This is an optimization exercise on Yosys and OpenROAD, whose aim is small area, not a production implementation. RTL that was checked went through simulation tests only; none was proved equivalent to the original. Power figures rest on the tool's default switching activity, not on a simulated workload.

==> flow/design.v <==
module pattern_encoder #(
    parameter int INDEX_WIDTH = 32,
    parameter int ADDR_WIDTH  = 48,
    parameter int DATA_WIDTH  = 64
) (
    input  logic                   clk,
    input  logic                   rst,
    input  logic                   start,
    input  logic [ADDR_WIDTH-1:0]  start_addr,
    input  logic                   index_push,
    input  logic [INDEX_WIDTH-1:0] row,
    input  logic [INDEX_WIDTH-1:0] col,
    output logic                   index_stall,
    input  logic                   finish,
    output logic                   wr_req,
    input  logic                   wr_stall,
    output logic [ADDR_WIDTH-1:0]  wr_addr,
    output logic [DATA_WIDTH-1:0]  wr_data,
    output logic                   done,
    output logic [ADDR_WIDTH-1:0]  word_count
);
    localparam int IW = INDEX_WIDTH;    
    localparam int SH = $clog2(DATA_WIDTH / 8);
    localparam int AW = ADDR_WIDTH - SH;
    typedef enum logic [2:0] {
        S_IDLE, S_TAKE, S_SUB, S_HDR, S_VAL, S_SYNC, S_FLUSH, S_DONE
    } state_t;
    typedef enum logic [1:0] {
        C_ROW, C_COL, C_END
    } code_t;
    state_t state_q, state_d;
    code_t  ph_q, ph_d;
    logic [4:0]            p_q;        
    logic [DATA_WIDTH-1:0] dat_q;      
    logic [5:0]            pos_q;      
    logic                  full_q;     
    logic                  wr_req_q;
    logic [SH-1:0]         alo_q;      
    logic [AW-1:0]         ahi_q;      
    logic                  acy_q;      
    logic [ADDR_WIDTH-1:0] cnt_q;
    logic [IW-1:0]         r_q;        
    logic [IW-1:0]         pr_q;       
    logic [IW-1:0]         c_q;        
    logic [IW-1:0]         pc_q;       
    logic                  prz_q;      
    logic                  neg_q;      
    logic                  fin_q;      
    logic                  bw_q;       
    logic [5:0]            k_q;        
    logic [5:0]            w_q;        
    logic [ADDR_WIDTH:0] cy;
    logic       ld, take, sub_r, sub_c, sub_a, sub_b, dbit, bw_n, v32;
    logic       em, em_bit, go, wr, arot, p_end, kw;
    logic [5:0] p_inc;
    assign p_inc = {1'b0, p_q} + 6'd1;
    assign p_end = (p_q == 5'd31);
    assign ld    = (state_q == S_IDLE) && start;
    assign take  = (state_q == S_TAKE);
    assign go    = !full_q;
    assign wr    = full_q && !wr_stall;
    assign kw    = (k_q == w_q);
    assign sub_r = (state_q == S_SUB) && (ph_q == C_ROW);
    assign sub_c = (state_q == S_SUB) && (ph_q != C_ROW);
    assign sub_a = sub_r ? r_q[0] : c_q[0];
    assign sub_b = sub_r ? (!prz_q && pr_q[0]) : (neg_q || pc_q[0]);
    assign dbit  = sub_a ^ sub_b ^ (bw_q && p_q != 5'd0);
    assign bw_n  = (!sub_a && sub_b) || (!(sub_a ^ sub_b) && bw_q && p_q != 5'd0);
    assign v32   = neg_q && !bw_n;
    always_comb begin
        em     = 1'b0;
        em_bit = 1'b0;
        unique case (state_q)
            S_HDR: begin
                em = go;
                unique case (k_q[2:0])
                    3'd0:    em_bit = (ph_q != C_COL);
                    3'd1:    em_bit = w_q[0];
                    3'd2:    em_bit = w_q[1];
                    3'd3:    em_bit = w_q[2];
                    3'd4:    em_bit = w_q[3];
                    3'd5:    em_bit = w_q[4];
                    default: em_bit = w_q[5];
                endcase
                if (k_q[2:0] != 3'd0 && ph_q == C_END) em_bit = 1'b0;
            end
            S_VAL: begin
                em     = go && !kw && (k_q[5] || p_q == k_q[4:0]);
                em_bit = k_q[5] || ((ph_q == C_ROW) ? r_q[0] : c_q[0]);
            end
            S_FLUSH: begin
                em     = go && (pos_q != 6'd0);
                em_bit = 1'b0;
            end
            default: ;
        endcase
    end
    always_comb begin
        state_d = state_q;
        ph_d    = ph_q;
        unique case (state_q)
            S_IDLE: if (start) state_d = S_TAKE;
            S_TAKE: begin
                if (p_end) begin
                    if (index_push) begin
                        state_d = S_SUB;
                        ph_d    = C_ROW;
                    end else if (finish) begin
                        state_d = S_HDR;
                        ph_d    = C_END;
                    end
                end
            end
            S_SUB: begin
                if (p_end) begin
                    if (ph_q == C_ROW && w_q == 6'd0 && !dbit) ph_d = C_COL;
                    else                                       state_d = S_HDR;
                end
            end
            S_HDR: if (go && k_q == 6'd6) state_d = (ph_q == C_END) ? S_FLUSH : S_VAL;
            S_VAL: begin
                if (kw) begin
                    unique case (ph_q)
                        C_ROW: begin
                            state_d = S_SYNC;
                            ph_d    = C_COL;
                        end
                        default: begin
                            if (fin_q) begin
                                state_d = S_HDR;
                                ph_d    = C_END;
                            end else begin
                                state_d = S_TAKE;
                            end
                        end
                    endcase
                end
            end
            S_SYNC:  if (p_end) state_d = S_SUB;
            S_FLUSH: if (go && pos_q == 6'd0) state_d = S_DONE;
            S_DONE:  state_d = S_IDLE;
            default: state_d = S_IDLE;
        endcase
    end
    assign index_stall = !((state_q == S_TAKE) && p_end);
    assign done        = (state_q == S_DONE);
    assign arot        = em && (pos_q < 6'd45);
    always_comb begin
        cy[0] = wr;
        for (int i = 0; i < ADDR_WIDTH; i++)
            cy[i+1] = cy[i] && cnt_q[i];
        cy[16] = wr && (&cnt_q[15:0]);
        for (int i = 16; i < ADDR_WIDTH; i++)
            cy[i+1] = cy[i] && cnt_q[i];
        cy[32] = wr && (&cnt_q[31:0]);
        for (int i = 32; i < ADDR_WIDTH; i++)
            cy[i+1] = cy[i] && cnt_q[i];
    end
    always_ff @(posedge clk or posedge rst) begin
        if (rst) begin
            state_q  <= S_IDLE;
            p_q      <= '0;
            full_q   <= 1'b0;
            wr_req_q <= 1'b0;
            cnt_q    <= '0;
        end else begin
            state_q  <= state_d;
            p_q      <= p_inc[4:0];
            full_q   <= (full_q && wr_stall) || (em && pos_q == 6'd63);
            wr_req_q <= wr;
            if (ld) cnt_q <= '0;
            else    cnt_q <= cnt_q ^ cy[ADDR_WIDTH-1:0];
        end
    end
    always_ff @(posedge clk) begin
        ph_q <= ph_d;
        if (ld) begin
            alo_q <= start_addr[SH-1:0];
            ahi_q <= start_addr[ADDR_WIDTH-1:SH];
            acy_q <= 1'b0;
        end else begin
            if (wr) acy_q <= 1'b1;
            else if (arot) acy_q <= acy_q && ahi_q[0];
            if (arot) ahi_q <= {ahi_q[0] ^ acy_q, ahi_q[AW-1:1]};
        end
        if (ld) pos_q <= '0;
        else if (em) pos_q <= pos_q + 6'd1;
        if (em) dat_q <= {em_bit, dat_q[DATA_WIDTH-1:1]};
        if (ld) begin
            prz_q <= 1'b1;
            neg_q <= 1'b1;
        end
        if (take) begin
            r_q   <= row;
            c_q   <= col;
            fin_q <= finish;
        end else begin
            r_q <= {sub_r ? dbit : r_q[0], r_q[IW-1:1]};
            c_q <= {sub_c ? dbit : c_q[0], c_q[IW-1:1]};
        end
        pr_q <= {sub_r ? r_q[0] : pr_q[0], pr_q[IW-1:1]};
        pc_q <= {sub_c ? c_q[0] : pc_q[0], pc_q[IW-1:1]};
        if (state_q == S_TAKE || state_q == S_SYNC
            || (state_q == S_HDR && go && k_q == 6'd6)
            || (state_q == S_VAL && kw))
            k_q <= '0;
        else if (em && state_q != S_FLUSH)
            k_q <= k_q + 6'd1;
        if (sub_c && p_end && v32)
            w_q <= 6'd33;
        else if (state_q == S_SUB && (dbit || p_q == 5'd0))
            w_q <= dbit ? p_inc : 6'd0;
        if (state_q == S_SUB) begin
            bw_q <= bw_n;
            if (p_end) begin
                if (sub_r) begin
                    prz_q <= 1'b0;
                    if (w_q != 6'd0 || dbit) neg_q <= 1'b1;
                end else begin
                    neg_q <= 1'b0;
                end
            end
        end
    end
    assign wr_req     = wr_req_q;
    assign wr_addr    = {ahi_q, alo_q};
    assign wr_data    = dat_q;
    assign word_count = cnt_q;
endmodule
clock: 10.0 ns
lec_check: 0
cap_margin: 20
core_margin: 2
core_utilization: 70
slew_margin: 20
standard.sh (not shown) runs the stock make flow with config.mk's settings and CLKGATE_MAP_FILE= SYNTH_SCRIPT=/design/flow/synth_recipe.tcl, a recipe that flattens the netlist after the stock synthesis.
==> flow/flow/run.sh <==
#!/bin/bash
# Standard ORFS layout, with the smallest buffer on each port and a clock
# tree of a few small buffers without dummy loads.
set -euo pipefail
export BUFFER_PORTS_ARGS="-buffer_cell sky130_fd_sc_hd__buf_1"
export CTS_ARGS="-sink_clustering_enable -repair_clock_nets -dont_use_dummy_load -sink_clustering_size 16 -sink_clustering_max_diameter 60 -buf_list {sky130_fd_sc_hd__clkbuf_8}"
bash standard.sh > standard.log 2>&1
The starting point finished clean.
Then changed:
--- a/flow/design.v
+++ b/flow/design.v
@@ -146,16 +146,9 @@
     assign done        = (state_q == S_DONE);
     assign arot        = em && (pos_q < 6'd45);
     always_comb begin
         cy[0] = wr;
-        for (int i = 0; i < ADDR_WIDTH; i++)
-            cy[i+1] = cy[i] && cnt_q[i];
-        cy[16] = wr && (&cnt_q[15:0]);
-        for (int i = 16; i < ADDR_WIDTH; i++)
-            cy[i+1] = cy[i] && cnt_q[i];
-        cy[32] = wr && (&cnt_q[31:0]);
-        for (int i = 32; i < ADDR_WIDTH; i++)
-            cy[i+1] = cy[i] && cnt_q[i];
+        for (int i = 0; i < ADDR_WIDTH; i++) cy[i+1] = cy[i] && cnt_q[i];
     end
     always_ff @(posedge clk or posedge rst) begin
         if (rst) begin
             state_q  <= S_IDLE;
Synthesized area shrinks by 0.98%.
Sequential power grows by 60%.
Design area went up by 0.61%.
Global-route usage decreases by 0.65 points.
Setup slack got worse by 4700 ps.
Die area drops by 0.95%.
Utilization climbs by 2.5 points.
Critical path depth climbs by 29.
Via count shrinks by 1.4%.
Power rises by 98%.
Cell count decreases by 1.6%.
Function not checked in the second run of this note: the RTL went through the layout flow alone.

## what the ideal ports hide
Ports are ideal in the flow. The routed layouts listed here were re-timed in OpenROAD. Step 1, drivers: a clkbuf_16 drives clk and a buf_2 each remaining input, both assumed. Step 2 moves the port delays by t, midway between the first and last clock arrival at a register: inputs arrive t later, outputs are due t later. That takes back most of the time a late clock gives input paths. a / b / c = ideal ports / drivers / drivers and shift; a / b = the first two.
| run | t, ns | setup WS [ns] | pins driven straight from the clock port |
|---|---|---|---|
| the first run | 0.565 | 4.786 / 4.775 / 4.211 | 1 |
| the second run | 0.575 | 0.135 / 0.119 / -0.456 | 1 |
Met with ideal ports but missed after step 2: setup timing in the second run. For the second run, which loses most, drivers alone change the setup slack by -0.016 ns; drivers and shift together by -0.591 ns.
